Source: an optimization exercise on an open RTL-to-GDS flow (aim: small area, a short achievable clock period and few clock cycles per item). Production flows keep margins and buffers that such runs may drop.
Function was checked by simulation only, so behaviour that the tests miss may differ from the original.

==> flow/design.v <==
package mexp_pkg;
   localparam int BASE_WIDTH     = 64;
   localparam int EXP_WIDTH      = 64;
   localparam int RESULT_WIDTH   = 32;
   localparam int CSR_DATA_WIDTH = 32;
   localparam int CSR_ADDR_WIDTH = 3;
   localparam int REQ_DATA_WIDTH = BASE_WIDTH + EXP_WIDTH;
   localparam logic REG_MODULUS = 1'b0;
   localparam logic [CSR_DATA_WIDTH-1:0] MODULUS_RESET = 32'd1000000007;
   localparam int DW = 35;
   localparam logic [2:0] S_IDLE = 3'd0;
   localparam logic [2:0] S_NORM = 3'd1;
   localparam logic [2:0] S_RUN  = 3'd2;
   localparam logic [2:0] S_CONV = 3'd3;
   localparam logic [2:0] S_FIN  = 3'd4;
   localparam logic [1:0] OP_RED = 2'd0;    
   localparam logic [1:0] OP_SQ  = 2'd1;    
   localparam logic [1:0] OP_MUL = 2'd2;    
endpackage
import mexp_pkg::*;
module mexp_mulmod (
   input  logic [DW-1:0] s_in,
   input  logic [DW-1:0] c_in,
   input  logic [32:0]   a,        
   input  logic          d1,
   input  logic          i1,
   input  logic          d2,
   input  logic          i2,
   input  logic [31:0]   m,        
   output logic [DW-1:0] s_out,
   output logic [DW-1:0] c_out
);
   localparam int EW = 8;           
   logic [DW-1:0] a_ext, s2, c2, t1, t2, s1, c1, maj1, u1, sa, ca, majA;
   logic [DW-1:0] s2b, c2b, sb, cb, majB, u2, maj2;
   logic [EW-1:0] a1t, a2t, p2, ta;
   logic [EW-1:0] tk [0:4];
   logic [EW-1:0] est1;
   logic [EW-1:0] kq [0:4];
   logic [EW-1:0] est2 [0:4];
   logic          big;
   logic [4:0]    q1, q2;           
   logic [4:0]    q2c [0:4];
   function automatic logic [4:0] pick(logic [EW-1:0] est, logic big);
      logic neg, ge_t2, ge_m8, ge_tn;
      neg   = est[7];
      ge_t2 = !neg && ((est[6:5] != 2'b00) || (!big && est[4] && (est[3:2] != 2'b00)));
      ge_m8 = !neg || (est[6:3] == 4'b1111);
      ge_tn = !neg || (est[6:5] == 2'b11) || (big && est[6:3] == 4'b1011);
      pick  = {!ge_tn, ge_tn && !ge_m8, ge_m8 && neg, !neg && !ge_t2, ge_t2};
   endfunction
   function automatic logic [DW-1:0] qm(logic [4:0] q, logic [31:0] mv);
      qm = ({DW{q[0]}} & ~{2'b00, mv, 1'b0})
         | ({DW{q[1]}} & ~{3'b000, mv})
         | ({DW{q[3]}} &  {3'b000, mv})
         | ({DW{q[4]}} &  {2'b00, mv, 1'b0});
   endfunction
   always_comb begin
      a_ext   = {{(DW-33){a[32]}}, a};
      big     = m[30] || m[29];                                
      kq[0] = ~(EW'({1'b0, m[31:25]}));
      kq[1] = ~(EW'({2'b0, m[31:26]}));
      kq[2] = '0;
      kq[3] = EW'({2'b0, m[31:26]});
      kq[4] = EW'({1'b0, m[31:25]});
      a1t  = d1 ? a_ext[DW-1:DW-8] : '0;
      est1 = s_in[DW-2:DW-9] + c_in[DW-2:DW-9] + a1t;
      q1   = pick(est1, big);
      a2t = d1 ? a_ext[DW-2:DW-9] : '0;
      p2  = d2 ? a_ext[DW-1:DW-8] : '0;
      ta  = a2t + p2;
      for (int i = 0; i < 5; i++) begin
         tk[i]   = ta + kq[i];
         est2[i] = s_in[DW-3:DW-10] + c_in[DW-3:DW-10] + tk[i];
         q2c[i]  = pick(est2[i], big);
      end
      q2 = ({5{q1[0]}} & q2c[0]) | ({5{q1[1]}} & q2c[1]) | ({5{q1[2]}} & q2c[2])
         | ({5{q1[3]}} & q2c[3]) | ({5{q1[4]}} & q2c[4]);
      s2   = {s_in[DW-2:0], 1'b0};
      c2   = {c_in[DW-2:0], 1'b0};
      t1   = d1 ? a_ext : '0;
      s1   = s2 ^ c2 ^ t1;
      maj1 = (s2 & c2) | (s2 & t1) | (c2 & t1);
      c1   = {maj1[DW-2:0], i1};
      u1   = qm(q1, m);
      sa   = s1 ^ c1 ^ u1;
      majA = (s1 & c1) | (s1 & u1) | (c1 & u1);
      ca   = {majA[DW-2:0], q1[0] | q1[1]};
      t2   = d2 ? a_ext : '0;
      s2b  = {sa[DW-2:0], 1'b0};
      c2b  = {ca[DW-2:0], 1'b0};
      sb   = s2b ^ c2b ^ t2;
      majB = (s2b & c2b) | (s2b & t2) | (c2b & t2);
      cb   = {majB[DW-2:0], i2};
      u2   = qm(q2, m);
      s_out = sb ^ cb ^ u2;
      maj2  = (sb & cb) | (sb & u2) | (cb & u2);
      c_out = {maj2[DW-2:0], q2[0] | q2[1]};
   end
endmodule
import mexp_pkg::*;
module modular_exponentiation
#(
   parameter int MODULUS_BITS  = 32,
   parameter int EXPONENT_BITS = 64
) (
   input  logic                      clock,
   input  logic                      reset,
   input  logic                      req_tvalid,
   output logic                      req_tready,
   input  logic [REQ_DATA_WIDTH-1:0] req_tdata,    
   output logic                      rsp_tvalid,
   input  logic                      rsp_tready,
   output logic [RESULT_WIDTH-1:0]   rsp_tdata,    
   input  logic                      csr_psel,
   input  logic                      csr_penable,
   input  logic                      csr_pwrite,
   input  logic [CSR_ADDR_WIDTH-1:0] csr_paddr,
   input  logic [CSR_DATA_WIDTH-1:0] csr_pwdata,
   output logic [CSR_DATA_WIDTH-1:0] csr_prdata,
   output logic                      csr_pready
);
   logic [2:0]               state_ff, state_in;
   logic [1:0]               op_ff, op_in;
   logic [31:0]              modulus_ff, modulus_in;
   logic [31:0]              m_ff, m_in;            
   logic [4:0]               sh_ff, sh_in;          
   logic [32:0]              x_ff, x_in;            
   logic [32:0]              r_ff, r_in;            
   logic [DW-1:0]            sv_ff, sv_in;          
   logic [DW-1:0]            cv_ff, cv_in;
   logic [EXPONENT_BITS-1:0] e_ff, e_in;
   logic [4:0]               cnt_ff, cnt_in;        
   logic                     first_ff, first_in;    
   logic                     pend_ff, pend_in;      
   logic                     one_ff, one_in;        
   logic                     bool_ff, bool_in;      
   logic                     zero_ff, zero_in;      
   logic                     dm_hi_ff, dm_lo_ff;    
   logic                     dr_hi_ff, dr_lo_ff;    
   logic                     init_red_ff;           
   logic                     init_neg_ff;           
   logic                     rsp_tvalid_ff, rsp_tvalid_in;
   logic                     fph_ff, fph_in;        
   logic [BASE_WIDTH-1:0]    req_base;
   logic [EXPONENT_BITS-1:0] req_exp;
   logic                     req_accept;
   logic                     csr_write;
   logic                     red;
   logic [32:0]              b_nxt, a_op;
   logic                     d_hi_in, d_lo_in, d_sgn_in;
   logic [63:0]              dvec;
   logic [DW-1:0]            s_fb, c_fb, s_nxt, c_nxt;
   logic                     fin, sub;
   logic [DW-1:0]            cpa_a, cpa_b, cpa;
   logic                     e_rest_zero;
   assign req_base   = req_tdata[BASE_WIDTH-1:0];
   assign req_exp    = req_tdata[BASE_WIDTH +: EXPONENT_BITS];
   assign req_tready = (state_ff == S_IDLE) && !rsp_tvalid_ff;
   assign req_accept = req_tvalid && req_tready;
   assign csr_pready = 1'b1;
   assign csr_write  = csr_psel && csr_penable && csr_pwrite
                       && (csr_paddr[2] == REG_MODULUS);
   assign csr_prdata = (csr_paddr[2] == REG_MODULUS) ? CSR_DATA_WIDTH'(modulus_ff) : '0;
   assign modulus_in = csr_write ? MODULUS_BITS'(csr_pwdata) : modulus_ff;
   assign red  = (op_ff == OP_RED);
   assign a_op = x_ff;
   assign b_nxt = (op_in == OP_SQ) ? x_in : r_in;
   assign dvec  = (op_in == OP_RED) ? {x_in[31:0], r_in[31:0]}
                                    : {32'd0, b_nxt[31:0]};
   assign d_sgn_in = b_nxt[32];
   assign d_hi_in = dvec[{cnt_in, 1'b1}];
   assign d_lo_in = dvec[{cnt_in, 1'b0}];
   assign s_fb = ({DW{!first_ff}} & sv_ff)
               | ({DW{init_red_ff}} & {{(DW-1){x_ff[31]}}, x_ff[30]})
               | ({DW{init_neg_ff}} & ~{{(DW-33){a_op[32]}}, a_op});
   assign c_fb = ({DW{!first_ff}} & cv_ff) | {{(DW-1){1'b0}}, init_neg_ff};
   mexp_mulmod u_mul (
      .s_in   (s_fb),
      .c_in   (c_fb),
      .a      (a_op),
      .d1     (dm_hi_ff),
      .i1     (dr_hi_ff),
      .d2     (dm_lo_ff),
      .i2     (dr_lo_ff),
      .m      (m_ff),
      .s_out  (s_nxt),
      .c_out  (c_nxt)
   );
   assign fin    = (state_ff == S_FIN);
   assign sub    = fph_ff && !r_ff[32];
   assign cpa_a  = fin ? {{(DW-33){r_ff[32]}}, r_ff} : sv_ff;
   assign cpa_b  = fin ? ({3'd0, m_ff} ^ {DW{sub}}) : cv_ff;
   assign cpa    = cpa_a + cpa_b + {{(DW-1){1'b0}}, fin && sub};
   assign e_rest_zero = (e_ff[EXPONENT_BITS-1:1] == '0);
   always_comb begin
      state_in      = state_ff;
      op_in         = op_ff;
      m_in          = m_ff;
      sh_in         = sh_ff;
      x_in          = x_ff;
      r_in          = r_ff;
      sv_in         = s_nxt;
      cv_in         = c_nxt;
      e_in          = e_ff;
      cnt_in        = cnt_ff;
      first_in      = 1'b0;
      pend_in       = pend_ff;
      fph_in        = 1'b0;
      one_in        = one_ff;
      bool_in       = bool_ff;
      zero_in       = zero_ff;
      rsp_tvalid_in = rsp_tvalid_ff && !rsp_tready;
      case (state_ff)
         S_IDLE: begin
            if (req_accept) begin
               x_in    = {req_base[63], req_base[63:32]};
               r_in    = {1'b0, req_base[31:0]};
               e_in    = req_exp;
               m_in    = modulus_ff;
               sh_in   = '0;
               op_in   = OP_RED;
               cnt_in  = 5'd30;
               first_in = 1'b1;
               pend_in = 1'b0;
               bool_in = 1'b0;
               zero_in = (modulus_ff == '0);
               if (modulus_ff == '0) begin
                  rsp_tvalid_in = 1'b1;
               end else if (modulus_ff[31]) begin
                  state_in = S_RUN;
               end else begin
                  state_in = S_NORM;
               end
            end
         end
         S_NORM: begin
            m_in     = m_ff << 1;
            sh_in    = sh_ff + 5'd1;
            first_in = 1'b1;
            if (m_ff[30]) begin
               state_in = S_RUN;
            end
         end
         S_RUN: begin
            cnt_in = cnt_ff - 5'd1;
            if (first_ff && pend_ff) begin
               r_in    = cpa[32:0];
               pend_in = 1'b0;
            end
            if (cnt_ff == '0) begin
               if (op_ff == OP_MUL && !e_rest_zero) begin
                  op_in    = OP_SQ;
                  cnt_in   = 5'd15;
                  first_in = 1'b1;
                  pend_in  = 1'b1;
                  e_in     = e_ff >> 1;
               end else begin
                  state_in = S_CONV;
               end
            end
         end
         S_CONV: begin
            cnt_in   = 5'd15;
            first_in = 1'b1;
            if (op_ff == OP_MUL) begin
               r_in     = cpa[32:0];
               state_in = S_FIN;
            end else begin
               x_in = cpa[32:0];
               if (op_ff == OP_RED && (e_ff[EXPONENT_BITS-1] || e_ff == '0)) begin
                  bool_in  = 1'b1;
                  r_in     = cpa[32:0];
                  state_in = S_FIN;
               end else begin
                  if (op_ff == OP_RED) begin
                     one_in = 1'b1;
                  end
                  if (e_ff[0] && (op_ff == OP_RED || one_ff)) begin
                     r_in   = cpa[32:0];
                     one_in = 1'b0;
                  end
                  if (e_ff[0] && op_ff == OP_SQ && !one_ff) begin
                     op_in    = OP_MUL;
                     state_in = S_RUN;
                  end else if (e_rest_zero) begin
                     state_in = S_FIN;
                  end else begin
                     op_in    = OP_SQ;
                     e_in     = e_ff >> 1;
                     state_in = S_RUN;
                  end
               end
            end
         end
         S_FIN: begin
            if (fph_ff) begin
               r_in   = cpa[32:0];
               fph_in = 1'b0;
            end else if (sh_ff != '0) begin
               m_in   = m_ff >> 1;
               sh_in  = sh_ff - 5'd1;
               fph_in = 1'b1;
            end else begin
               if (r_ff[32]) begin
                  r_in = cpa[32:0];
               end
               rsp_tvalid_in = 1'b1;
               state_in      = S_IDLE;
            end
         end
         default: begin
            state_in = S_IDLE;
         end
      endcase
   end
   always_ff @(posedge clock) begin
      if (reset) begin
         state_ff      <= S_IDLE;
         modulus_ff    <= MODULUS_BITS'(MODULUS_RESET);
         rsp_tvalid_ff <= 1'b0;
      end else begin
         state_ff      <= state_in;
         modulus_ff    <= modulus_in;
         rsp_tvalid_ff <= rsp_tvalid_in;
      end
      op_ff    <= op_in;
      m_ff     <= m_in;
      sh_ff    <= sh_in;
      x_ff     <= x_in;
      r_ff     <= r_in;
      sv_ff    <= sv_in;
      cv_ff    <= cv_in;
      e_ff     <= e_in;
      cnt_ff   <= cnt_in;
      first_ff <= first_in;
      pend_ff  <= pend_in;
      fph_ff   <= fph_in;
      one_ff   <= one_in;
      bool_ff  <= bool_in;
      zero_ff  <= zero_in;
      dm_hi_ff <= d_hi_in && (op_in != OP_RED);
      dm_lo_ff <= d_lo_in && (op_in != OP_RED);
      dr_hi_ff <= d_hi_in && (op_in == OP_RED);
      dr_lo_ff <= d_lo_in && (op_in == OP_RED);
      init_red_ff <= first_in && (op_in == OP_RED);
      init_neg_ff <= first_in && (op_in != OP_RED) && d_sgn_in;
   end
   assign rsp_tvalid = rsp_tvalid_ff;
   assign rsp_tdata  = zero_ff ? '0
                     : bool_ff ? {31'd0, (r_ff[31:0] != '0)}
                     : r_ff[31:0];
endmodule
==> flow/run.sh <==
#!/bin/bash
# synth_recipe.tcl (not shown) runs the flow's synth.tcl, then flattens the netlist and writes it again
# the make line also repeats each setting of config.mk as NAME=value (left out here)
make -C /OpenROAD-flow-scripts/flow DESIGN_CONFIG=/design/flow/config.mk WORK_HOME=/design/flow/orfs CLKGATE_MAP_FILE= SYNTH_SCRIPT=/design/flow/synth_recipe.tcl finish
==> flow/config.mk <==
export PLATFORM = sky130hd
export DESIGN_NAME = modular_exponentiation
export DESIGN_NICKNAME = modular_exponentiation
export VERILOG_FILES = /design/flow/design.v
export SDC_FILE = /design/flow/constraint.sdc
export NUM_CORES = 4
export LEC_CHECK = 0
export CAP_MARGIN = 20
export CORE_MARGIN = 2
export CORE_UTILIZATION = 40
export SETUP_SLACK_MARGIN = 5
export SLEW_MARGIN = 20
==> flow/constraint.sdc <==
create_clock -name core_clock -period 10.0 [get_ports {clock}]
set_input_delay 2.0000 -clock core_clock [delete_from_list [all_inputs] [get_ports {clock}]]
set_output_delay 2.0000 -clock core_clock [all_outputs]
set_load 0.01 [all_outputs]
==> impl_results.md, run 1 <==
* WP buf/inv at 5
* Clock Skew at 0.0295 ns
* Most used flip-flop cell after synthesis: dfxtp_1
* Gr usage total at 29.6%
* Period utilization at 57.9%
* Setup crit start kind: flop
* Final WS setup at 4.21 ns
* CTS tree: done
* Crit path from: x_ff[31]
* GPL Wtd Cong at 0.967
* Dpl hpwl at 70500 µm
* Largest net degree at the start of global routing at 95
* Post-synthesis register bit count at 290
* Via-to-Cell Ratio at 5.94
* DRC viols at 0
* Core ar. at 0.0627 mm²
* Sequential cell area at 0.00689 mm²
* Clock latency (worst-skew pair) at 0.57 ns
* Clock sink count at 290
* Fmax at 173 MHz
* Post-synthesis async set-or-reset flop share at 0%
* CTS Buf Count at 38
* Row count at 92
* Mapped Avg Cell Area at 8.12 µm²
* Tmin final at 5.79 ns
* Die area at 0.0652 mm²
* Routed vias at 25000
* Fin. max-slew vios at 0
* Min-delay worst type: reg2reg
* Slew of the pin with the lowest slew margin at 1.09 ns
* DRT iter0 DRCs at 2405
* HP Start: modulus_ff[31]
* Post-synth top area share at 14.7%
* Final setup vio count at 0
* Setup_tns at 0 ns
* Pre-CTS WS at 3.29 ns
* Global route overflow at 0
* Port Buffers at 233
* Critical path arrival at 6.30 ns
* EDFF count, synth at 105
* Diode count at 0
* Initial antenna violation count at 0
* Syn Nets at 3531
* Worst Setup End Kind: flop
* Routed Antenna Nets at 0
* Critical path's slowest cell: a2111o_2
* Crit Path Category: reg2reg
* Starting density of the core at 40.3%
* Most numerous cell in the Yosys netlist: nand2_1
* Bufs on Longest Clock Path at 3
* Area of the multi-input gates at 0.0181 mm²
* H-tree depth at 2
* FF-to-FF Start: x_ff[31]
* Post-synthesis sequential area ratio at 27.1%
* RSZ-0062 raised after global routing: true
* Critical path required time at 10.51 ns
* Delay-heaviest family, CP: adder cells
* Final hold vios at 0
* Top cells by area, synth: dfxtp_1, fa_1, edfxtp_1
* Routed Wire Length at 102000 µm
* Crit-path max cell delay at 0.64 ns
* Yosys top cell by area: dfxtp_1
* Area growth syn-to-layout at 28.8%
* Status: finished clean
* Syn Inst Count at 3112
* Num ports at 237
* Clk slew on worst S/H paths at 0.06 ns
* Die X at 255 µm
* Mapped Area at 0.0253 mm²
* First-pass GRT wire length at 150000 µm
* Nets@finish at 3749
* Synth warnings at 6
* Max_slew headroom at 26.8%
* DRT Pass-1 Iters at 6
* Fillers at 5763
* Post-synth top cells: nand2_1, inv_1, nor2_1
* Layout cells sized above 1 at 15.2%
* Clock root cell: clkbuf_16
* Worst-path maximum fanout at 8
* Number of global-route vias before repair at 24900
* Max cap viols at 0
* Hold Buf Count CTS at 0
* Wire per inst at 24.3 µm
* Die height at 255 µm
* Synth unique cells at 95
cell type report:
class                      instances  share of cell area [%]
multi-input combinational       2359                    55.6
clock buffer                      53                    3.19
timing repair buffer             394                    13.0
inverter                         246                    3.03
clock inverter                    17                   0.796
tap                              846                    3.25
sequential                       290                    21.2
timing repair inverter             1                  0.0269
stage by stage:
step	std cells	hold WS [ns]	cell area (µm²)	utilization (%)
after CTS	4153	0.504	31500	50.1
after global placement	4008	0.485	28500	45.4
after detailed placement	4008	0.497	28500	45.4
after global routing	4206	0.515	32600	51.9
final	4206	0.514	32600	51.9
after floorplan	3112	0.452	25700	-
repair_timing:
| item | in CTS | in global routing |
|---|---|---|
| setup endpoints to repair | 128 | 80 |
| gates cloned | 9 | 9 |
| pin swaps | 67 | 56 |
| gates resized for setup | 211 | 133 |
| setup buffers | 66 | 43 |
kinds of logic after synthesis:
logic type	after synthesis	share of synthesized area, %
simple gates	1147	20.8
other cells	1	0.0148
buf+inv	466	7.12
compound gates	766	20.5
xor+xnor	107	3.93
mux	86	3.43
flops	290	27.1
fa+ha+maj	249	17.1
flip-flops by register name, indices dropped and copies added, names as in the netlist, 2 cells and up:
register / cells
sv_ff: 34
modulus_ff: 32
state_ff: 3
m_ff: 32
op_ff: 2
cnt_ff: 5
e_ff: 64
cv_ff: 34
r_ff: 33
sh_ff: 5
x_ff: 33
path summary, 6_finish.rpt:
kind | to | slack (ns) | cells after the start
setup / recovery | sv_ff[0] | 4.21 | 25
hold / removal | modulus_ff[31] | 0.51 | 2
setup reg to reg | sv_ff[0] | 4.21 | 25
hold reg to reg | modulus_ff[31] | 0.51 | 2
worst reg2reg max path: cells and delay by family, from the launching register on:
kind                       cells  cell delay, ns
buffers and inverters          5            0.59
and+or+nand+nor                6            0.76
muxes                          1            0.28
DFF                            1            0.36
xor gates and xnor gates       3            0.72
AOI/OAI and AO/OA              5            1.22
adders and majority gates      5            1.79
routing by layer:
layer | track usage [%] | routed length [µm] | vias to the layer above
li1 | - | - | 11300
met1 | 36.9 | 40200 | 12200
met2 | 49.3 | 47900 | 1147
met3 | 4.19 | 7650 | 288
met4 | 16.8 | 6460 | 0
met5 | 0 | 0 | -
cell usage in the layout (no fill, tap or decap), types with 41 or more instances in the layout:
| cell type | count |
|---|---|
| a21oi_1 | 156 |
| a22oi_1 | 45 |
| and2_1 | 43 |
| buf_4 | 106 |
| clkbuf_16 | 45 |
| clkdlybuf4s50_1 | 229 |
| dfxtp_1 | 172 |
| edfxtp_1 | 105 |
| fa_1 | 117 |
| fa_2 | 44 |
| ha_1 | 70 |
| inv_1 | 220 |
| mux2i_1 | 80 |
| nand2_1 | 586 |
| nand2b_1 | 42 |
| nor2_1 | 163 |
| nor2b_1 | 42 |
| nor4_1 | 41 |
| o21ai_0 | 98 |
| xnor2_1 | 60 |
Testbench counts, summed over its fixed seeds: cycles 110,475, items 128.
==> run 2, diff against run 1 <==
--- a/flow/config.mk
+++ b/flow/config.mk
@@ -7,6 +7,6 @@
 export LEC_CHECK = 0
 export CAP_MARGIN = 20
 export CORE_MARGIN = 2
-export CORE_UTILIZATION = 40
+export CORE_UTILIZATION = 55
 export SETUP_SLACK_MARGIN = 5
 export SLEW_MARGIN = 20
==> run 2 against run 1 <==
  * Clock skew is 0.0063 ns higher
  * Register-to-register slack worse by 0.08 ns
  * Via count is 3.1% higher
  * Still clean
  * Synthesized cell count unchanged
  * Routed wire length is 3.8% lower
  * Non-clock buffer count fell by 2
  * Clock-buffer cell count shrank 4
  * Cell area is 0.91% lower
  * Sequential cell count did not move
  * Highest routed layer is now met5
  * Largest cell class unchanged
  * Critical endpoint is now sv_ff[20]
  * Setup slack worse by 0.076 ns
==> impl_results.md, run 2 <==
* Status: finished clean
* Tmin final at 5.86 ns (+0.0765 ns)
* Initial antenna violation count at 2 (+2)
* Num ports at 237 (unchanged)
* Max_slew headroom at 26.7% (-0.15 points)
* Mapped Area at 0.0253 mm² (unchanged)
* DRT iter0 DRCs at 3209 (+33%)
* Die height at 218 µm (-14%)
* Hold Buf Count CTS at 0 (unchanged)
* Mapped Avg Cell Area at 8.12 µm² (unchanged)
* Post-synthesis sequential area ratio at 27.1% (unchanged)
* Worst-path maximum fanout at 8 (unchanged)
* H-tree depth at 2 (unchanged)
* Most numerous cell in the Yosys netlist: nand2_1
* Routed Wire Length at 98400 µm (-3.8%)
* Port Buffers at 233 (unchanged)
* Post-synthesis register bit count at 290 (unchanged)
* Critical path arrival at 6.37 ns (+0.07 ns)
* Fin. max-slew vios at 0 (unchanged)
* Core ar. at 0.0454 mm² (-28%)
* Clock latency (worst-skew pair) at 0.58 ns (about the same)
* First-pass GRT wire length at 146000 µm (-2.7%)
* Nets@finish at 3745 (-0.11%)
* Clock Skew at 0.0358 ns (+0.00628 ns)
* CTS tree: done
* Routed vias at 25700 (+3.1%)
* Die area at 0.0477 mm² (-27%)
* Max cap viols at 0 (unchanged)
* Global route overflow at 0 (unchanged)
* Fillers at 3420 (-41%)
* Final WS setup at 4.14 ns (-0.0765 ns)
* Setup_tns at 0 ns (unchanged)
* DRT Pass-1 Iters at 10 (+4)
* Die X at 218 µm (-14%)
* Row count at 78 (-15%)
* Most flops, register: e_ff
* Starting density of the core at 55.7% (+15 points)
* Commonest non-fill, non-tap cell in the layout: nand2_1
* Pre-CTS WS at 3.50 ns (+0.206 ns)
* RSZ-0062 raised after global routing: true
* Most frequent cells in the layout: nand2_1, clkdlybuf4s50_1, inv_1
* Syn Inst Count at 3112 (unchanged)
* Routed Antenna Nets at 0 (unchanged)
* Worst Setup End Kind: flop
* Clock root cell: clkbuf_16
* Yosys top cell by area: dfxtp_1
* Dpl hpwl at 66700 µm (-5.3%)
* Top flop regs: e_ff: 64 flops, cv_ff: 34 flops, sv_ff: 34 flops
* Crit Path Category: reg2reg
* EDFF count, synth at 105 (unchanged)
* Slew of the pin with the lowest slew margin at 1.10 ns (+0.00489 ns)
* Critical path required time at 10.51 ns (about the same)
* Post-layout util at 71.1% (+19 points)
* Max reg flops at 64 (unchanged)
* Post-synth top cells: nand2_1, inv_1, nor2_1
* Gr usage total at 40.0% (+10 points)
* Via-to-Cell Ratio at 6.51 (+9.6%)
* Post-synthesis async set-or-reset flop share at 0% (unchanged)
* Largest net degree at the start of global routing at 120 (+26%)
* Number of global-route vias before repair at 25100 (+1.0%)
* Area growth syn-to-layout at 27.7%
* Most used flip-flop cell after synthesis: dfxtp_1
* Clk slew on worst S/H paths at 0.06 ns (about the same)
* Wire per inst at 24.9 µm (+2.3%)
* Top cells by area, synth: dfxtp_1, fa_1, edfxtp_1
* GPL Wtd Cong at 0.994 (+2.8%)
* Bufs on Longest Clock Path at 3 (unchanged)
* Setup crit start kind: flop
* Final hold vios at 0 (unchanged)
* DRC viols at 0 (unchanged)
* Clock sink count at 290 (unchanged)
* Fmax at 171 MHz (-1.3%)
* Period utilization at 58.6% (+0.76 points)
* Synth unique cells at 95 (unchanged)
* Synth warnings at 6 (unchanged)
* Layout cells sized above 1 at 15.6% (+0.41 points)
* Min-delay worst type: reg2reg
* CTS Buf Count at 37 (-2.6%)
* Worst Hold Margin at 0.534 ns (+0.0207 ns)
* Syn Nets at 3531 (unchanged)
* Post-synth top area share at 14.7% (unchanged)
* Final setup vio count at 0 (unchanged)
-- run 2: worst paths after layout --
kind / from / slack, ns / cells past startpoint / endpoint
setup / recovery: first_ff / 4.14 / 27 / sv_ff[20]
hold / removal: modulus_ff[10] / 0.53 / 2 / modulus_ff[10]
setup reg to reg: first_ff / 4.14 / 27 / sv_ff[20]
hold reg to reg: modulus_ff[10] / 0.53 / 2 / modulus_ff[10]
-- run 2: timing repair --
action / CTS / global route
gates cloned: 19 / 2
setup buffers: 77 / 25
pin swaps: 83 / 38
endpoints found under the setup margin: 107 / 76
gates resized for setup: 246 / 99
-- run 2: worst max-delay path, cell delays in order, from the launching register on --
cell	delay [ns]
dfxtp_4	0.46
inv_4	0.09
buf_12	0.15
nand2_4	0.07
inv_2	0.04
ha_4	0.15
buf_4	0.14
a21oi_4	0.15
nor2b_2	0.08
o31ai_2	0.32
nor2b_4	0.23
xnor2_2	0.16
inv_2	0.11
fa_1	0.57
inv_1	0.10
ha_4	0.30
inv_1	0.06
o21bai_1	0.21
a21oi_1	0.13
xor2_1	0.20
xnor2_2	0.16
o311a_1	0.16
or4_4	0.61
buf_12	0.17
buf_16	0.14
mux2i_1	0.19
nand2_1	0.11
fa_2	0.53
-- run 2: layout make-up --
class	instances	area, µm²	share of cell area (%)
Multi-Input combinational cell	2359	18200	56.3
Sequential cell	290	6890	21.4
Timing Repair Buffer	392	4210	13.1
Clock buffer	49	1060	3.30
Inverter	246	966	2.99
Tap cell	600	751	2.33
Clock inverter	18	200	0.621
Antenna cell	1	2.50	0.00776
-- run 2: metrics by stage --
| stage | instances | area (µm²) |
|---|---|---|
| floorplan | 3112 | 25700 |
| global placement | 3763 | 28100 |
| detailed placement | 3763 | 28100 |
| CTS | 3926 | 31600 |
| global route | 3954 | 32300 |
| finish | 3955 | 32300 |
-- run 2: routing by layer --
metal,global-route usage [%],wire length [µm],up-vias
li1,-,-,11300
met1,50.6,37000,12400
met2,63.9,45100,1635
met3,8.75,10000,402
met4,21.3,6180,2
met5,0,13,-
-- run 2: logic make-up (layout without fill, tap and decap cells) --
logic type,after synthesis,after routing,synth area share [%]
adders and majority gates,249,249,17.1
and+or+nand+nor,1147,1148,20.8
AOI/OAI and AO/OA,766,767,20.5
buffers and inverters,466,705,7.12
xor gates and xnor gates,107,108,3.93
muxes,86,86,3.43
DFF,290,290,27.1
other,1,2,0.0148
==> run 3, diff against run 2 <==
--- a/flow/design.v
+++ b/flow/design.v
@@ -22,6 +22,7 @@
    input  logic [DW-1:0] s_in,
    input  logic [DW-1:0] c_in,
    input  logic [32:0]   a,        
+   input  logic [7:0]    a3t,      
    input  logic          d1,
    input  logic          i1,
    input  logic          d2,
@@ -33,7 +34,7 @@
    localparam int EW = 8;           
    logic [DW-1:0] a_ext, s2, c2, t1, t2, s1, c1, maj1, u1, sa, ca, majA;
    logic [DW-1:0] s2b, c2b, sb, cb, majB, u2, maj2;
-   logic [EW-1:0] a1t, a2t, p2, ta;
+   logic [EW-1:0] a1t, ta;
    logic [EW-1:0] tk [0:4];
    logic [EW-1:0] est1;
    logic [EW-1:0] kq [0:4];
@@ -66,9 +67,12 @@
       a1t  = d1 ? a_ext[DW-1:DW-8] : '0;
       est1 = s_in[DW-2:DW-9] + c_in[DW-2:DW-9] + a1t;
       q1   = pick(est1, big);
-      a2t = d1 ? a_ext[DW-2:DW-9] : '0;
-      p2  = d2 ? a_ext[DW-1:DW-8] : '0;
-      ta  = a2t + p2;
+      case ({d1, d2})
+         2'b00:   ta = '0;
+         2'b01:   ta = a_ext[DW-1:DW-8];
+         2'b10:   ta = a_ext[DW-2:DW-9];
+         default: ta = a3t;
+      endcase
       for (int i = 0; i < 5; i++) begin
          tk[i]   = ta + kq[i];
          est2[i] = s_in[DW-3:DW-10] + c_in[DW-3:DW-10] + tk[i];
@@ -138,6 +142,7 @@
    logic                     zero_ff, zero_in;      
    logic                     dm_hi_ff, dm_lo_ff;    
    logic                     dr_hi_ff, dr_lo_ff;    
+   logic [7:0]               a3t_ff;                
    logic                     init_red_ff;           
    logic                     init_neg_ff;           
    logic                     rsp_tvalid_ff, rsp_tvalid_in;
@@ -179,6 +184,7 @@
       .s_in   (s_fb),
       .c_in   (c_fb),
       .a      (a_op),
+      .a3t    (a3t_ff),
       .d1     (dm_hi_ff),
       .i1     (dr_hi_ff),
       .d2     (dm_lo_ff),
@@ -343,6 +349,7 @@
       dm_lo_ff <= d_lo_in && (op_in != OP_RED);
       dr_hi_ff <= d_hi_in && (op_in == OP_RED);
       dr_lo_ff <= d_lo_in && (op_in == OP_RED);
+      a3t_ff   <= {x_in[32], x_in[32:26]} + {x_in[32], x_in[32], x_in[32:27]};
       init_red_ff <= first_in && (op_in == OP_RED);
       init_neg_ff <= first_in && (op_in != OP_RED) && d_sgn_in;
    end
--- a/flow/config.mk
+++ b/flow/config.mk
@@ -7,6 +7,6 @@
 export LEC_CHECK = 0
 export CAP_MARGIN = 20
 export CORE_MARGIN = 2
-export CORE_UTILIZATION = 55
-export SETUP_SLACK_MARGIN = 5
+export CORE_UTILIZATION = 40
+export SETUP_SLACK_MARGIN = 4.5
 export SLEW_MARGIN = 20
==> run 3 against run 2 <==
  * Still clean on timing, DRC and antenna
  * Register-to-register slack worse by 0.20 ns
  * Highest routed layer is now met4
==> impl_results.md, run 3 <==
* Routed Wire Length at 112000 µm (+14%)
* Synth warnings at 6 (unchanged)
* Most frequent cells in the layout: nand2_1, inv_1, clkdlybuf4s50_1
* Post-synth top cells: nand2_1, inv_1, dfxtp_1
* Routed vias at 25500 (-1.0%)
* Die height at 257 µm (+18%)
* RSZ-0062 raised after global routing: true
* Fmax at 165 MHz (-3.3%)
* Setup_tns at 0 ns (unchanged)
* CTS tree: done
* Number of global-route vias before repair at 25400 (+1.3%)
* Num ports at 237 (unchanged)
* Crit Reg-Reg Endpoint: sv_ff[8]
* Gr usage total at 32.9% (-7.1 points)
* Syn Inst Count at 3172 (+1.9%)
* GPL Wtd Cong at 1.02 (+2.7%)
* Nets@finish at 3777 (+0.85%)
* Core ar. at 0.0632 mm² (+39%)
* Final hold vios at 0 (unchanged)
* Final setup vio count at 0 (unchanged)
* Layout cells sized above 1 at 12.0% (-3.6 points)
* DRT Pass-1 Iters at 8 (-2)
* Worst Hold Margin at 0.520 ns (-0.0141 ns)
* Most flops, register: e_ff
* Crit-path max cell delay at 0.62 ns (about the same)
* Critical path arrival at 6.57 ns (+0.20 ns)
* Top cells by area, synth: dfxtp_1, fa_1, edfxtp_1
* Max reg flops at 64 (unchanged)
* Commonest non-fill, non-tap cell in the layout: nand2_1
* Post-synth top area share at 15.0% (+0.33 points)
* Bufs on Longest Clock Path at 3 (unchanged)
* Most used flip-flop cell after synthesis: dfxtp_1
* Via-to-Cell Ratio at 6.01 (-7.6%)
* Dpl hpwl at 79400 µm (+19%)
* Routed Antenna Nets at 0 (unchanged)
* R2R Setup Slk at 3.93 ns (-0.20 ns)
* Largest net degree at the start of global routing at 76 (-37%)
* Starting density of the core at 40.6% (-15 points)
* Mapped Avg Cell Area at 8.09 µm² (-0.40%)
* Die X at 257 µm (+18%)
* Critical path's slowest cell: fa_2
* Post-synthesis sequential area ratio at 27.3% (+0.14 points)
* First-pass GRT wire length at 164000 µm (+12%)
* DRT iter0 DRCs at 2975 (-7.3%)
* Die area at 0.0662 mm² (+39%)
* Fin. max-slew vios at 0 (unchanged)
* Reg2Reg Depth at 25 (-7.4%)
* DRC viols at 0 (unchanged)
* Crit Path Category: reg2reg
* Status: finished clean
* Clock sink count at 297 (+2.4%)
* Mapped Area at 0.0257 mm² (+1.5%)
* Clock root cell: clkbuf_16
* Hold path cells at 2 (unchanged)
* Clock Skew at 0.0332 ns (-0.00260 ns)
* FF-to-FF Start: x_ff[25]
* CTS Buf Count at 38 (+2.7%)
* Slew of the pin with the lowest slew margin at 1.01 ns (-0.0854 ns)
* Worst Setup End Kind: flop
* Most numerous cell in the Yosys netlist: nand2_1
* Synth unique cells at 102 (+7.4%)
* Hold Path End: r_ff[0]
* Clock latency (worst-skew pair) at 0.57 ns (about the same)
* Worst-path maximum fanout at 8 (unchanged)
* H-tree depth at 2 (unchanged)
* Setup crit start kind: flop
* Area growth syn-to-layout at 24.2%
* Clk slew on worst S/H paths at 0.06 ns (about the same)
* EDFF count, synth at 105 (unchanged)
* Critical path required time at 10.50 ns (about the same)
* Min-delay worst type: reg2reg
* Post-synthesis async set-or-reset flop share at 0% (unchanged)
* HP Start: r_ff[0]
* Yosys top cell by area: dfxtp_1
* Port Buffers at 233 (unchanged)
* Post-synthesis register bit count at 297 (+2.4%)
* Top flop regs: e_ff: 64 flops, cv_ff: 34 flops, sv_ff: 34 flops
* Initial antenna violation count at 3 (+1)
* Global route overflow at 0 (unchanged)
* Tmin final at 6.07 ns (+0.202 ns)
* Wire per inst at 26.4 µm (+6.1%)
* Max_slew headroom at 32.2% (+5.5 points)
* Syn Nets at 3590 (+1.7%)
* Max cap viols at 0 (unchanged)
* Period utilization at 60.7% (+2.0 points)
* Row count at 92 (+18%)
## run 3: cell types whose count changed in the layout (fill, tap and decap cells not counted), moves of 20 or more
cell,change
nand2b_1,-26
o31ai_1,-20
buf_4,-21
inv_1,+30
o21ai_0,+50
nand2_1,+40
## run 3: area by class of cell
cell class	count	area, µm²
fillers	6078	31300
multi-input cells	2396	17800
flip-flops and latches	297	7030
repair buffers	358	3710
well taps	846	1060
inverters	268	1030
clock buffers	50	1020
clock inverters	18	164
diodes	1	2.50
## run 3: through the flow
| step | util [%] | worst slack [ns] | cell area, µm² | cells |
|---|---|---|---|---|
| 5_1_grt | 50.4 | 3.76 | 31900 | 4233 |
| 2_1_floorplan | - | 4.50 | 25800 | 3172 |
| 3_3_place_gp | 45.4 | 2.79 | 28700 | 4072 |
| 4_1_cts | 49.8 | 4.05 | 31400 | 4221 |
| 6_report | 50.4 | 3.93 | 31900 | 4234 |
| 3_5_place_dp | 45.3 | 2.75 | 28700 | 4072 |
## run 3: worst max path at each step
stage	startpoint	end	slack (ns)	depth (start not counted)
final	x_ff[25]	sv_ff[8]	3.93	25
after global routing	first_ff	sv_ff[10]	3.76	25
after detailed placement	init_neg_ff	sv_ff[11]	2.75	22
after CTS	first_ff	sv_ff[3]	4.05	25
after global placement	init_neg_ff	sv_ff[31]	2.79	22
after floorplan	x_ff[31]	sv_ff[10]	4.50	25
## run 3: critical path: cells and delay by family, from the launching register on
family          cells  cell delay [ns]
fa+ha+maj           5             2.03
compound gates      9             1.41
simple gates        5             1.26
flops               1             0.52
buf+inv             4             0.46
xor+xnor            1             0.15
mux                 1             0.13
## run 3: kinds of logic (layout without fill, tap and decap cells)
| family | count (synthesis) | after routing | share of synthesized area (%) |
|---|---|---|---|
| and+or+nand+nor | 1163 | 1167 | 20.4 |
| AOI/OAI and AO/OA | 780 | 785 | 20.8 |
| buffers and inverters | 488 | 694 | 7.27 |
| DFF | 297 | 297 | 27.3 |
| adders and majority gates | 249 | 249 | 16.8 |
| xor gates and xnor gates | 108 | 108 | 3.91 |
| muxes | 86 | 86 | 3.41 |
| other | 1 | 2 | 0.0146 |
## run 3: per-layer routing
| metal | vias up | GRT usage [%] | wire length, µm |
|---|---|---|---|
| met5 | - | 0 | 0 |
| met4 | 0 | 19.9 | 7670 |
| met3 | 303 | 5.02 | 8490 |
| met2 | 1208 | 54.3 | 52800 |
| met1 | 12500 | 40.6 | 42800 |
| li1 | 11500 | - | - |
## run 3: repair_timing
item | 4_1_cts | 5_1_grt
pin swaps | 113 | 45
setup endpoints to repair | 113 | 75
hold buffers | 0 | 0
buffers inserted | 64 | 11
gates resized for setup | 181 | 67
hold endpoints to repair | 0 | 0
gates cloned | 17 | 1
Testbench counts of run 3, summed over its fixed seeds: cycles 110,475, items 128.
==> run 4, diff against run 3 <==
--- a/flow/config.mk
+++ b/flow/config.mk
@@ -8,5 +8,5 @@
 export CAP_MARGIN = 20
 export CORE_MARGIN = 2
 export CORE_UTILIZATION = 40
-export SETUP_SLACK_MARGIN = 4.5
+export SETUP_SLACK_MARGIN = 4.0
 export SLEW_MARGIN = 20
==> run 4 against run 3 <==
  * Register-to-register slack better by 0.02 ns
  * Non-clock buffer count down 31
  * Sequential cell count unchanged
  * Setup slack better by 0.022 ns
  * Global-route usage down 0.59 points
  * Highest routed layer is now met5
  * Worst hold slack worse by 0.0023 ns
  * Final cell count down 0.73%
  * Via count down 1.0%
  * Clock skew up 0.0012 ns
  * Still clean on timing, DRC and antenna
==> impl_results.md, run 4 <==
* Clock sink count at 297 (unchanged)
* Tmin final at 6.04 ns (-0.0220 ns)
* CTS tree: done
* Max_slew headroom at 20.6% (-12 points)
* Starting density of the core at 40.6% (unchanged)
* Routed Wire Length at 111000 µm (-0.60%)
* Num ports at 237 (unchanged)
* Routed vias at 25200 (-1.0%)
* Top cells by area, synth: dfxtp_1, fa_1, edfxtp_1
* Fin. max-slew vios at 0 (unchanged)
* Commonest non-fill, non-tap cell in the layout: nand2_1
* Die height at 257 µm (unchanged)
* Placed Instances at 4072 (unchanged)
* Dpl hpwl at 82400 µm (+3.7%)
* EDFF count, synth at 105 (unchanged)
* Area of the multi-input gates at 0.0175 mm² (-1.8%)
* Area growth syn-to-layout at 21.3%
* GR met3 Demand/Resource at 4.61% (-0.41 points)
* Most numerous cell in the Yosys netlist: nand2_1
* Port Buffers at 233 (unchanged)
* Slew of the pin with the lowest slew margin at 1.19 ns (+0.172 ns)
* Min-delay worst type: reg2reg
* Post-synth top cells: nand2_1, inv_1, dfxtp_1
* Final setup vio count at 0 (unchanged)
* Routed Antenna Nets at 0 (unchanged)
* GPL Wtd Cong at 0.970 (-5.0%)
* CTS Buf Count at 39 (+2.6%)
* Top flop regs: e_ff: 64 flops, cv_ff: 34 flops, sv_ff: 34 flops
* Synth unique cells at 102 (unchanged)
* Fillers at 6097 (+0.31%)
* Diode count at 0 (-1)
* Worst Hold Margin at 0.518 ns (-0.00230 ns)
* DRT Pass-1 Iters at 7 (-1)
* Die area at 0.0662 mm² (unchanged)
* Wire per inst at 26.4 µm (+0.14%)
* Mapped Avg Cell Area at 8.09 µm² (unchanged)
* WP buf/inv at 4 (unchanged)
* Bufs on Longest Clock Path at 3 (unchanged)
* Status: finished clean
* Clock latency (worst-skew pair) at 0.58 ns (about the same)
* Worst-path maximum fanout at 8 (unchanged)
* Synth warnings at 6 (unchanged)
* Most flops, register: e_ff
* Finished Layout Cells at 4203 (-0.73%)
* Grt met1 use at 41.3% (+0.71 points)
* Max reg flops at 64 (unchanged)
* Crit Path Category: reg2reg
* Clk slew on worst S/H paths at 0.06 ns (about the same)
* M2 GR Usage at 53.1% (-1.3 points)
* Most frequent cells in the layout: nand2_1, inv_1, clkdlybuf4s50_1
* Die X at 257 µm (unchanged)
* Initial antenna violation count at 4 (+1)
* Post-synthesis register bit count at 297 (unchanged)
* Syn Nets at 3590 (unchanged)
* Layout cells sized above 1 at 9.44% (-2.5 points)
* Yosys top cell by area: dfxtp_1
* Syn Inst Count at 3172 (unchanged)
* Post-synth top area share at 15.0% (unchanged)
* Row count at 92 (unchanged)
* RSZ-0062 raised after global routing: true
* Worst Setup End Kind: flop
* Most used flip-flop cell after synthesis: dfxtp_1
* Gr busiest metal: met2
* Clock root cell: clkbuf_16
* Critical path arrival at 6.47 ns (-0.10 ns)
* Via-to-Cell Ratio at 6.00 (-0.32%)
* Global route overflow at 0 (unchanged)
* Clock Skew at 0.0344 ns (+0.00118 ns)
* DRC viols at 0 (unchanged)
* Gr usage total at 32.3% (-0.59 points)
* Max cap viols at 0 (unchanged)
* Core ar. at 0.0632 mm² (unchanged)
* Critical path's slowest cell: or4_4
* Period utilization at 60.4% (-0.22 points)
* Mapped Area at 0.0257 mm² (unchanged)
* Final hold vios at 0 (unchanged)
* Setup_tns at 0 ns (unchanged)
* Nets@finish at 3745 (-0.85%)
* Post-synthesis sequential area ratio at 27.3% (unchanged)
* Largest net degree at the start of global routing at 79 (+3.9%)
* Sequential cell area at 0.00703 mm² (unchanged)
* Crit-path max cell delay at 0.67 ns (+0.05 ns)
* Setup crit start kind: flop
* Delay-heaviest family, CP: adder cells
* H-tree depth at 2 (unchanged)
* Number of global-route vias before repair at 24600 (-3.1%)
* Post-synthesis async set-or-reset flop share at 0% (unchanged)
* Fmax at 165 MHz (+0.36%)
* First-pass GRT wire length at 160000 µm (-2.1%)
* DRT iter0 DRCs at 2669 (-10%)
* Critical path required time at 10.43 ns (-0.07 ns)
run 4: cell counts after synthesis:
No cell type changed its count.
run 4: worst register-to-register path, delay by kind of cell (launching register included):
family	cells	cell delay [ns]
and+or+nand+nor	5	1.43
adders and majority gates	5	1.97
buffers and inverters	4	0.45
DFF	1	0.39
AOI/OAI and AO/OA	10	1.53
xor gates and xnor gates	1	0.13
run 4: metrics by stage:
step           util [%]  cell area (µm²)  setup WS [ns]
4_1_cts            48.1            30400           4.00
3_5_place_dp       45.2            28600           2.38
6_report           49.2            31100           3.96
3_3_place_gp       45.2            28600           2.45
5_1_grt            49.2            31100           3.86
2_1_floorplan         -            25700           4.01
run 4: cells by family (layout without fill, tap and decap cells):
kind of cell / after synthesis / after routing / share of synthesized area [%]
simple gates: 1163 / 1169 / 20.4
fa+ha+maj: 249 / 249 / 16.8
xor+xnor: 108 / 108 / 3.91
flops: 297 / 297 / 27.3
mux: 86 / 86 / 3.41
buf+inv: 488 / 666 / 7.27
compound gates: 780 / 781 / 20.8
other cells: 1 / 1 / 0.0146
run 4: cell type report:
type	instances	area share, %
Timing Repair Buffer	327	10.4
Clock inverter	18	0.515
Sequential cell	297	22.6
Tap cell	846	3.40
Clock buffer	53	3.54
Inverter	268	3.28
Multi-Input combinational cell	2394	56.3
run 4: timing repair:
| item | CTS | global route |
|---|---|---|
| gates resized for setup | 84 | 92 |
| pin swaps | 20 | 90 |
| hold buffers | 0 | 0 |
| gates cloned | 8 | 3 |
| buffers inserted | 18 | 31 |
| endpoints found under the setup margin | 68 | 70 |
run 4: worst paths after layout:
| kind | startpoint | end | slack, ns | cells past startpoint |
|---|---|---|---|---|
| worst max register to register | first_ff | sv_ff[26] | 3.96 | 25 |
| worst max-delay path | first_ff | sv_ff[26] | 3.96 | 25 |
| worst min register to register | r_ff[0] | r_ff[0] | 0.52 | 2 |
| worst min-delay path | r_ff[0] | r_ff[0] | 0.52 | 2 |
run 4: routing by layer:
metal	part of all wire, %	routed length, µm	vias to the layer above
li1	-	-	11400
met1	40	44600	12300
met2	47	51700	1201
met3	7.4	8200	242
met4	5.9	6570	2
met5	0.0099	11	-
==> run 5, diff against run 4 <==
--- a/flow/design.v
+++ b/flow/design.v
@@ -154,7 +154,6 @@
    logic                     red;
    logic [32:0]              b_nxt, a_op;
    logic                     d_hi_in, d_lo_in, d_sgn_in;
-   logic [63:0]              dvec;
    logic [DW-1:0]            s_fb, c_fb, s_nxt, c_nxt;
    logic                     fin, sub;
    logic [DW-1:0]            cpa_a, cpa_b, cpa;
@@ -170,12 +169,10 @@
    assign modulus_in = csr_write ? MODULUS_BITS'(csr_pwdata) : modulus_ff;
    assign red  = (op_ff == OP_RED);
    assign a_op = x_ff;
-   assign b_nxt = (op_in == OP_SQ) ? x_in : r_in;
-   assign dvec  = (op_in == OP_RED) ? {x_in[31:0], r_in[31:0]}
-                                    : {32'd0, b_nxt[31:0]};
+   assign b_nxt = (op_in == OP_SQ || (op_in == OP_RED && cnt_in[4])) ? x_in : r_in;
    assign d_sgn_in = b_nxt[32];
-   assign d_hi_in = dvec[{cnt_in, 1'b1}];
-   assign d_lo_in = dvec[{cnt_in, 1'b0}];
+   assign d_hi_in = b_nxt[{cnt_in[3:0], 1'b1}];
+   assign d_lo_in = b_nxt[{cnt_in[3:0], 1'b0}];
    assign s_fb = ({DW{!first_ff}} & sv_ff)
                | ({DW{init_red_ff}} & {{(DW-1){x_ff[31]}}, x_ff[30]})
                | ({DW{init_neg_ff}} & ~{{(DW-33){a_op[32]}}, a_op});
--- a/flow/config.mk
+++ b/flow/config.mk
@@ -8,5 +8,5 @@
 export CAP_MARGIN = 20
 export CORE_MARGIN = 2
 export CORE_UTILIZATION = 40
-export SETUP_SLACK_MARGIN = 4.0
+export SETUP_SLACK_MARGIN = 4.5
 export SLEW_MARGIN = 20
==> run 5 against run 4 <==
  * Via count is 3.2% lower
  * Die area is 2.2% lower
  * Routed wire length is 12% lower
  * Clock skew is 0.00094 ns lower
  * Sequential cell count stayed put
  * Global-route usage is 3.0 points lower
  * Sequential share of layout area is 0.81 points lower
  * Synthesized area is 2.2% lower
  * Critical endpoint is now sv_ff[12]
==> impl_results.md, run 5 <==
* Post-synth top cells: nand2_1, inv_1, dfxtp_1
* Dpl hpwl at 67000 µm (-19%)
* Syn Nets at 3449 (-3.9%)
* Worst Setup End Kind: flop
* Clock sink count at 297 (unchanged)
* Routed Antenna Nets at 0 (unchanged)
* Clock root cell: clkbuf_16
* H-tree depth at 2 (unchanged)
* Setup crit start kind: flop
* Crit Reg-Reg Endpoint: sv_ff[12]
* Routed Wire Length at 98100 µm (-12%)
* Via-to-Cell Ratio at 5.91 (-1.4%)
* Top flop regs: e_ff: 64 flops, cv_ff: 34 flops, sv_ff: 34 flops
* Post-synthesis async set-or-reset flop share at 0% (unchanged)
* CTS Buf Count at 37 (-5.1%)
* Initial antenna violation count at 2 (-2)
* Number of global-route vias before repair at 24000 (-2.8%)
* Nets@finish at 3678 (-1.8%)
* Clock latency (worst-skew pair) at 0.58 ns (about the same)
* Global route overflow at 0 (unchanged)
* EDFF count, synth at 105 (unchanged)
* Row count at 91 (-1.1%)
* Syn Inst Count at 3031 (-4.4%)
* Min-delay worst type: reg2reg
* Fin area at 0.0323 mm² (+3.7%)
* Die height at 254 µm (-1.1%)
* Pre-CTS WS at 1.95 ns (-0.431 ns)
* Crit path from: init_neg_ff
* Critical path arrival at 6.33 ns (-0.14 ns)
* Layout cells sized above 1 at 15.3% (+5.9 points)
* Most numerous cell in the Yosys netlist: nand2_1
* Crit Path Category: reg2reg
* Critical path required time at 10.51 ns (+0.08 ns)
* Final WS setup at 4.17 ns (+0.215 ns)
* Fmax at 172 MHz (+3.7%)
* CTS tree: done
* Top cells by area, synth: dfxtp_1, fa_1, edfxtp_1
* Most used flip-flop cell after synthesis: dfxtp_1
* Synth warnings at 6 (unchanged)
* Routed vias at 24400 (-3.2%)
* FF-to-FF Start: init_neg_ff
* Wire per inst at 23.8 µm (-10%)
* Mapped Avg Cell Area at 8.27 µm² (+2.3%)
* Most flops, register: e_ff
* Max cap viols at 0 (unchanged)
* End of the critical path: sv_ff[12]
* Yosys top cell by area: dfxtp_1
* Fin. max-slew vios at 0 (unchanged)
* Area after DPL at 0.0280 mm² (-2.1%)
* Port Buffers at 233 (unchanged)
* Clk slew on worst S/H paths at 0.07 ns (about the same)
* Die area at 0.0647 mm² (-2.2%)
* Area growth syn-to-layout at 28.6%
* Commonest non-fill, non-tap cell in the layout: nand2_1
* Die X at 254 µm (-1.1%)
* Hold Buf Count CTS at 0 (unchanged)
* Core ar. at 0.0618 mm² (-2.2%)
* DRT iter0 DRCs at 2618 (-1.9%)
* Max_slew headroom at 30.7% (+10 points)
* Worst Hold Margin at 0.507 ns (-0.0107 ns)
* Final setup vio count at 0 (unchanged)
* Setup_tns at 0 ns (unchanged)
* Starting density of the core at 40.6% (about the same)
* Largest net degree at the start of global routing at 109 (+38%)
* Post-synthesis register bit count at 297 (unchanged)
* Num ports at 237 (unchanged)
* Post-synthesis sequential area ratio at 27.9% (+0.62 points)
* DRT Pass-1 Iters at 9 (+2)
* Worst-path maximum fanout at 8 (unchanged)
* R2R Setup Slk at 4.17 ns (+0.22 ns)
* Reg2Reg Depth at 24 (-4.0%)
* Max reg flops at 64 (unchanged)
* Tmin final at 5.83 ns (-0.215 ns)
* Post-synth top area share at 15.3% (+0.34 points)
* RSZ-0062 raised after global routing: true
* DRC viols at 0 (unchanged)
* Gr usage total at 29.3% (-3.0 points)
* First-pass GRT wire length at 144000 µm (-10%)
* Clock Skew at 0.0334 ns (-0.000942 ns)
* Most frequent cells in the layout: nand2_1, inv_1, clkdlybuf4s50_1
* Final hold vios at 0 (unchanged)
* Synth unique cells at 103 (+0.98%)
* GPL Wtd Cong at 0.962 (-0.88%)
* Period utilization at 58.3% (-2.2 points)
* Slew of the pin with the lowest slew margin at 1.04 ns (-0.147 ns)
* Mapped Area at 0.0251 mm² (-2.2%)
* Status: finished clean
* Bufs on Longest Clock Path at 3 (unchanged)
## run 5: cell count changes in the layout (fill, tap and decap cells not counted), moves of 22 or more
cell / previous run / this run
o21ai_0: 160 / 103
fa_1: 150 / 105
fa_2: 11 / 56
nand2_1: 628 / 594
buf_4: 73 / 105
nand2b_1: 15 / 42
a21oi_1: 168 / 143
nor3_1: 51 / 29
## run 5: per-layer routing
| metal | GRT usage, % | up-vias | part of all wire, % |
|---|---|---|---|
| met4 | 17.8 | 2 | 6.7 |
| met2 | 49.6 | 1136 | 49 |
| met5 | 0 | - | 0.011 |
| li1 | - | 11000 | - |
| met1 | 35.2 | 12000 | 38 |
| met3 | 4.42 | 287 | 6.9 |
## run 5: per-stage QoR
stage | utilization [%] | cells
finish | 52.2 | 4127
global route | 52.2 | 4127
CTS | 50.6 | 4084
detailed placement | 45.3 | 3928
global placement | 45.3 | 3928
floorplan | - | 3031
## run 5: worst max-delay path: stages (launching register included)
cell        delay [ns]
dfxtp_4           0.35
buf_12            0.12
clkinvlp_4        0.14
o22ai_4           0.10
nor2_4            0.11
inv_2             0.05
ha_4              0.17
fa_2              0.61
inv_4             0.06
fa_1              0.54
and2_4            0.18
fa_2              0.38
a21o_1            0.20
a21oi_2           0.15
o21bai_1          0.13
a21oi_2           0.18
xnor2_2           0.10
xnor2_2           0.21
a2111oi_2         0.09
or4_4             0.56
a21o_4            0.29
buf_12            0.18
mux2i_1           0.13
nand2_1           0.12
fa_2              0.56
## run 5: how the worst min path moves through the flow
stage,end,slack (ns),start,depth (start not counted)
after floorplan,r_ff[4],0.45,r_ff[4],2
final,fph_ff,0.51,fph_ff,1
after global routing,fph_ff,0.52,fph_ff,1
after detailed placement,modulus_ff[12],0.51,modulus_ff[12],2
after CTS,modulus_ff[12],0.52,modulus_ff[12],2
after global placement,modulus_ff[7],0.51,modulus_ff[7],2
## run 5: area by class of cell
class	count	area (µm²)
Fill cell	5735	29600
Inverter	258	1020
Antenna cell	1	2.50
Tap cell	837	1050
Clock buffer	49	1020
Sequential cell	297	7020
Timing Repair Buffer	389	4200
Clock inverter	19	148
Multi-Input combinational cell	2277	17800
## run 5: what timing repair did
item	4_1_cts	5_1_grt
pin swaps	113	76
gates resized for setup	268	121
endpoints found under the setup margin	133	74
buffers inserted	69	37
gates cloned	19	5
## run 5: cells by family after synthesis
kind of cell	Yosys count	synth area share (%)
compound gates	715	20.1
xor+xnor	106	3.87
fa+ha+maj	248	17.2
buf+inv	464	7.13
flops	297	27.9
mux	89	3.65
other cells	1	0.0150
simple gates	1111	20.2
Testbench counts of run 5, summed over its fixed seeds: cycles 110,475, items 128.
==> run 6, diff against run 5 <==
--- a/flow/config.mk
+++ b/flow/config.mk
@@ -10,3 +10,4 @@
 export CORE_UTILIZATION = 40
 export SETUP_SLACK_MARGIN = 4.5
 export SLEW_MARGIN = 20
+export TNS_END_PERCENT = 5
==> run 6 against run 5 <==
  * Cell area decreased by 3.1%
  * Sequential cell count unchanged
  * Synthesized area unchanged
  * First-iteration DRC count decreased by 11%
  * Highest routed layer unchanged
  * Register-to-register slack got worse by 0.02 ns
  * Clock-buffer cell count unchanged
  * Critical path type unchanged
  * Synthesized cell count unchanged
  * Setup slack got worse by 0.016 ns
==> impl_results.md, run 6 <==
* Largest net degree at the start of global routing at 109 (unchanged)
* FF-to-FF Start: init_neg_ff
* Num ports at 237 (unchanged)
* Fmax at 171 MHz (-0.27%)
* WP buf/inv at 7 (+2)
* Setup_tns at 0 ns (unchanged)
* DRT Pass-1 Iters at 8 (-1)
* Area growth syn-to-layout at 24.6%
* Fin. max-slew vios at 0 (unchanged)
* Sequential cell area at 0.00702 mm² (about the same)
* Max cap viols at 0 (unchanged)
* Bufs on Longest Clock Path at 3 (unchanged)
* Critical path's slowest cell: fa_2
* RSZ-0062 raised after global routing: true
* Synth warnings at 6 (unchanged)
* Clock root cell: clkbuf_16
* EDFF count, synth at 105 (unchanged)
* First-pass GRT wire length at 141000 µm (-1.8%)
* Clock Skew at 0.0323 ns (-0.00113 ns)
* Wire per inst at 23.5 µm (-1.3%)
* Top cells by area, synth: dfxtp_1, fa_1, edfxtp_1
* Mapped Avg Cell Area at 8.27 µm² (unchanged)
* Mapped Area at 0.0251 mm² (unchanged)
* Starting density of the core at 40.6% (unchanged)
* GPL Wtd Cong at 0.962 (unchanged)
* Critical path arrival at 6.28 ns (-0.05 ns)
* Core ar. at 0.0618 mm² (unchanged)
* Via-to-Cell Ratio at 5.87 (-0.78%)
* Global route overflow at 0 (unchanged)
* Max_slew headroom at 30.9% (+0.15 points)
* Worst Hold Margin at 0.520 ns (+0.0127 ns)
* Crit-path max cell delay at 0.59 ns (-0.02 ns)
* Layout cells sized above 1 at 11.7% (-3.6 points)
* Syn Inst Count at 3031 (unchanged)
* Period utilization at 58.4% (+0.16 points)
* DRC viols at 0 (unchanged)
* Slew of the pin with the lowest slew margin at 1.01 ns (-0.0284 ns)
* HP Start: modulus_ff[12]
* Crit path from: init_neg_ff
* Row count at 91 (unchanged)
* Clock sink count at 297 (unchanged)
* Area of the multi-input gates at 0.0173 mm² (-2.7%)
* Most used flip-flop cell after synthesis: dfxtp_1
* Number of global-route vias before repair at 23700 (-1.2%)
* Die X at 254 µm (unchanged)
* Syn Nets at 3449 (unchanged)
* Port Buffers at 233 (unchanged)
* Delay-heaviest family, CP: adder cells
* H-tree depth at 2 (unchanged)
* Synth unique cells at 103 (unchanged)
* Worst-path maximum fanout at 8 (unchanged)
* CTS tree: done
* Setup crit start kind: flop
* Final setup vio count at 0 (unchanged)
* Clock latency (worst-skew pair) at 0.58 ns (about the same)
* Yosys top cell by area: dfxtp_1
* Initial antenna violation count at 2 (unchanged)
* Min-delay worst type: reg2reg
* Most flops, register: e_ff
* Worst Setup End Kind: flop
* Commonest non-fill, non-tap cell in the layout: nand2_1
* Clk slew on worst S/H paths at 0.06 ns (about the same)
* Top flop regs: e_ff: 64 flops, cv_ff: 34 flops, sv_ff: 34 flops
* Dpl hpwl at 67000 µm (unchanged)
* Die area at 0.0647 mm² (unchanged)
* Most frequent cells in the layout: nand2_1, inv_1, clkdlybuf4s50_1
* Status: finished clean
* CTS Buf Count at 37 (unchanged)
* Critical path required time at 10.43 ns (-0.08 ns)
* Tmin final at 5.84 ns (+0.0156 ns)
* Max reg flops at 64 (unchanged)
* DRT iter0 DRCs at 2332 (-11%)
* Hold Buf Count CTS at 0 (unchanged)
* Post-synth top area share at 15.3% (unchanged)
* Nets@finish at 3640 (-1.0%)
* Final hold vios at 0 (unchanged)
* R2R Setup Slk at 4.16 ns (-0.02 ns)
* Post-synthesis register bit count at 297 (unchanged)
* Post-synthesis async set-or-reset flop share at 0% (unchanged)
* Routed vias at 24000 (-1.7%)
* Post-synth top cells: nand2_1, inv_1, dfxtp_1
* Most numerous cell in the Yosys netlist: nand2_1
* Gr usage total at 28.8% (-0.54 points)
* Diode count at 0 (-1)
* Routed Wire Length at 95900 µm (-2.3%)
* Post-synthesis sequential area ratio at 27.9% (unchanged)
* Fillers at 5863 (+2.2%)
* Crit Path Category: reg2reg
* Die height at 254 µm (unchanged)
* Routed Antenna Nets at 0 (unchanged)
[run 6: worst paths after layout]
kind,to,cells past startpoint
max,sv_ff[9],26
min reg2reg,modulus_ff[12],2
min,modulus_ff[12],2
max reg2reg,sv_ff[9],26
[run 6: metal layers]
| metal | track usage (%) | part of all wire, % |
|---|---|---|
| met3 | 4.26 | 7.3 |
| met5 | 0 | 0.020 |
| met4 | 16.2 | 6.2 |
| met1 | 34.6 | 38 |
| met2 | 49.2 | 49 |
[run 6: area by class of cell]
| cell class | instances | share of cell area (%) |
|---|---|---|
| clock inverter | 19 | 0.472 |
| sequential | 297 | 22.5 |
| timing repair buffer | 353 | 11.8 |
| inverter | 258 | 3.26 |
| clock buffer | 49 | 3.27 |
| tap | 837 | 3.35 |
| multi-input combinational | 2275 | 55.4 |
[run 6: cells by family (layout without fill, tap and decap cells)]
| family | after synthesis | in the layout | synth area share, % |
|---|---|---|---|
| DFF | 297 | 297 | 27.9 |
| adders and majority gates | 248 | 248 | 17.2 |
| AOI/OAI and AO/OA | 715 | 717 | 20.1 |
| muxes | 89 | 89 | 3.65 |
| and+or+nand+nor | 1111 | 1114 | 20.2 |
| xor gates and xnor gates | 106 | 106 | 3.87 |
| buffers and inverters | 464 | 679 | 7.13 |
| other | 1 | 1 | 0.0150 |
[run 6: tightest hold or removal path, delay by kind of cell (launching register included)]
kind,cells,cell delay [ns]
AOI/OAI and AO/OA,1,0.05
DFF,1,0.35
and+or+nand+nor,1,0.07
[run 6: through the flow]
step | cell area, µm² | utilization, % | cells | worst slack [ns]
detailed placement | 28000 | 45.3 | 3928 | 1.95
CTS | 30800 | 49.9 | 4068 | 4.28
finish | 31300 | 50.5 | 4088 | 4.16
global placement | 28000 | 45.3 | 3928 | 2.02
global route | 31300 | 50.5 | 4088 | 3.99
floorplan | 25100 | - | 3031 | 4.38
[run 6: what timing repair did]
action / 4_1_cts / 5_1_grt
buffers inserted: 60 / 15
pin swaps: 63 / 20
endpoints found under the setup margin: 133 / 77
resized for setup: 208 / 42
cloned: 12 / 5

[what the ideal ports hide]
How much do the figures lean on ideal ports? The routed layouts below were timed once more, with nothing changed but the port constraints.
Step 1 assumes that a clkbuf_16 drives the clock port and a buf_2 every other input.
Step 2 moves the port delays by t, midway between the first and last clock arrival at a register: inputs arrive t later, outputs are due t later. That takes back most of the time a late clock gives input paths.
Three values: ideal ports, drivers, drivers and shift; two values: the first two.
run	t (ns)	setup WS [ns]	latest minus earliest clock arrival (ns)	worst register clock-pin slew, ns	worst data-port slew with drivers (ns)
run 1	0.621	4.214 / 4.214 / 4.214	0.029 / 0.030	0.06 / 0.06	0.07
run 2	0.621	4.137 / 4.137 / 4.137	0.036 / 0.036	0.06 / 0.06	0.07
run 3	0.620	3.935 / 3.935 / 3.935	0.033 / 0.034	0.07 / 0.07	0.05
run 4	0.627	3.957 / 3.957 / 3.482	0.035 / 0.035	0.06 / 0.06	0.06
run 5	0.633	4.172 / 4.172 / 3.868	0.034 / 0.033	0.07 / 0.07	0.06
run 6	0.630	4.156 / 4.156 / 3.590	0.032 / 0.032	0.06 / 0.06	0.06
After both steps every run listed still meets setup and hold. The setup slack of run 6, which loses most, moves by 0.000 ns with the drivers and by -0.566 ns with both steps.
